Source: an optimization exercise on an open RTL-to-GDS flow (aim: small area). Production flows keep margins and buffers that such runs may drop. The RTL was checked by simulation tests, not by an equivalence proof against the original design.

build 80:
## dwt_analysis_stage
module dwt_analysis_stage (
    input  logic              clk,
    input  logic              rstn,
    input  logic              clr,
    input  logic              in_valid,
    input  logic signed [8:0] in_data,
    input  logic              coef_we,
    input  logic              coef_sel,
    input  logic [3:0]        coef_addr,
    input  logic signed [8:0] coef_wdata,
    output logic signed [15:0] lo_data,
    output logic signed [15:0] hi_data,
    output logic              out_valid,
    output logic              sat_flag
);
Size: ~1200 cells after synthesis, roughly 200 flip-flops, roughly 62 I/O pins.
clock: 7.0 ns
lec_check: 0
cap_margin: 20
core_margin: 2
core_utilization: 50
place_density: 0.7
slew_margin: 20
synth_hierarchical: 1
synth_minimum_keep_size: 0
standard.sh (not shown) runs the stock make flow with config.mk's settings and CLKGATE_MAP_FILE= SYNTH_SCRIPT=/design/flow/synth_recipe.tcl, a recipe that flattens the netlist after the stock synthesis.
==> flow/flow/run.sh <==
#!/bin/bash
# The standard layout with three changes: the input and output port buffers use
# the smallest buffer cell; clock tree synthesis clusters the flip-flops in groups of
# up to 10 behind clkbuf_4 buffers and adds no dummy loads; after global routing the
# resizer downsizes gates on paths with positive slack (ORFS's RECOVER_POWER step).
set -euo pipefail
export BUFFER_PORTS_ARGS="-buffer_cell sky130_fd_sc_hd__buf_1"
export CTS_ARGS="-sink_clustering_enable -repair_clock_nets -dont_use_dummy_load -buf_list sky130_fd_sc_hd__clkbuf_4 -sink_clustering_size 10 -sink_clustering_max_diameter 60"
export RECOVER_POWER=100
bash standard.sh > standard_flow.log 2>&1
Build 80: complete, dirty (max-capacitance violations, max-slew violations)
diff inputs: build 80 => trial 40
==> flow/flow/run.sh <==
#!/bin/bash
# The standard layout with two changes: the input and output port buffers use
# the smallest buffer cell, and clock tree synthesis clusters the flip-flops in groups
# of up to 10 behind clkbuf_4 buffers and adds no dummy loads.
set -euo pipefail
export BUFFER_PORTS_ARGS="-buffer_cell sky130_fd_sc_hd__buf_1"
export CTS_ARGS="-sink_clustering_enable -repair_clock_nets -dont_use_dummy_load -buf_list sky130_fd_sc_hd__clkbuf_4 -sink_clustering_size 10 -sink_clustering_max_diameter 60"
bash standard.sh > standard_flow.log 2>&1
Findings:
Build 80 -> trial 40: sequential cell count of the final layout delta 0, exact match. Number of fill cells, build 80 and trial 40, lower one = trial 40. No stage failed in trial 40, and the final checks on the layout all came back clean. Looking only at proportion of cell area occupied by registers, and setting everything else aside, the higher value of build 80 and trial 40 goes to build 80. From trial 40 to build 80, number of antenna violations at the first check in global routing did not move at all.


Starting RTL as in the previous note.
export LEC_CHECK = 0
export CAP_MARGIN = 20
export CORE_MARGIN = 2
export CORE_UTILIZATION = 40
export SLEW_MARGIN = 20
export SYNTH_HIERARCHICAL = 1
export SYNTH_MINIMUM_KEEP_SIZE = 0
create_clock -name core_clock -period 7.0 [get_ports {clk}]
==> flow/flow/run.sh <==
#!/bin/bash
# The standard layout with two changes: the input and output port buffers use
# the smallest buffer cell, and clock tree synthesis clusters the flip-flops in groups
# of up to 10 behind clkbuf_4 buffers and adds no dummy loads.
set -euo pipefail
export BUFFER_PORTS_ARGS="-buffer_cell sky130_fd_sc_hd__buf_1"
export CTS_ARGS="-sink_clustering_enable -repair_clock_nets -dont_use_dummy_load -buf_list sky130_fd_sc_hd__clkbuf_4 -sink_clustering_size 10 -sink_clustering_max_diameter 60"
bash standard.sh > standard_flow.log 2>&1
The baseline completed without violations.
Rerun with:
==> flow/flow/run.sh (replaced) <==
#!/bin/bash
# The standard layout, except that the input and output port buffers use the
# smallest buffer cell instead of the one buffer_ports picks by default.
set -euo pipefail
export BUFFER_PORTS_ARGS="-buffer_cell sky130_fd_sc_hd__buf_1"
bash standard.sh > standard_flow.log 2>&1
Settings changed: CTS_BUF_LIST set to sky130_fd_sc_hd__clkbuf_8.
What happened:
- clock-buffer cell count climbs by 18
- final area climbs by a few percent
- fmax climbs slightly
- synthesized cell count stays the same
- sequential share of layout area drops by 0.94 points

[what the ideal ports hide]
The flow's constraints put no driver on any port. The routed layouts listed below were extracted and timed again, unchanged, in two steps. Step 1 (the two cells are an assumption about what drives the block):
set clk [get_ports {clk}]
set_driving_cell -lib_cell sky130_fd_sc_hd__clkbuf_16 $clk
set_driving_cell -lib_cell sky130_fd_sc_hd__buf_2 [delete_from_list [all_inputs] $clk]
Step 2, shift: input delay + t, output delay - t, t = (earliest + latest rising clock arrival at the registers) / 2. This alone moves slack from input paths to output paths. a / b / c = ideal / step 1 / step 2; a / b = the first two.
| run | shift t [ns] | setup slack, ns | hold slack, ns | latest minus earliest clock arrival (ns) | cell pins on the clock port's net |
|---|---|---|---|---|---|
| build 80 | 0.682 | 0.217 / 0.217 / 0.217 | 0.393 / 0.393 / 0.393 | 0.037 / 0.037 | 1 |
| trial 40 | 0.686 | 0.249 / 0.249 / 0.249 | 0.409 / 0.409 / 0.409 | 0.040 / 0.040 | 1 |
| the first run of note 2 | 0.715 | 0.263 / 0.263 / 0.263 | 0.381 / 0.381 / 0.381 | 0.078 / 0.078 | 1 |
| the second run of note 2 | 0.596 | 0.294 / 0.294 / 0.294 | 0.399 / 0.399 / 0.399 | 0.046 / 0.046 | 1 |
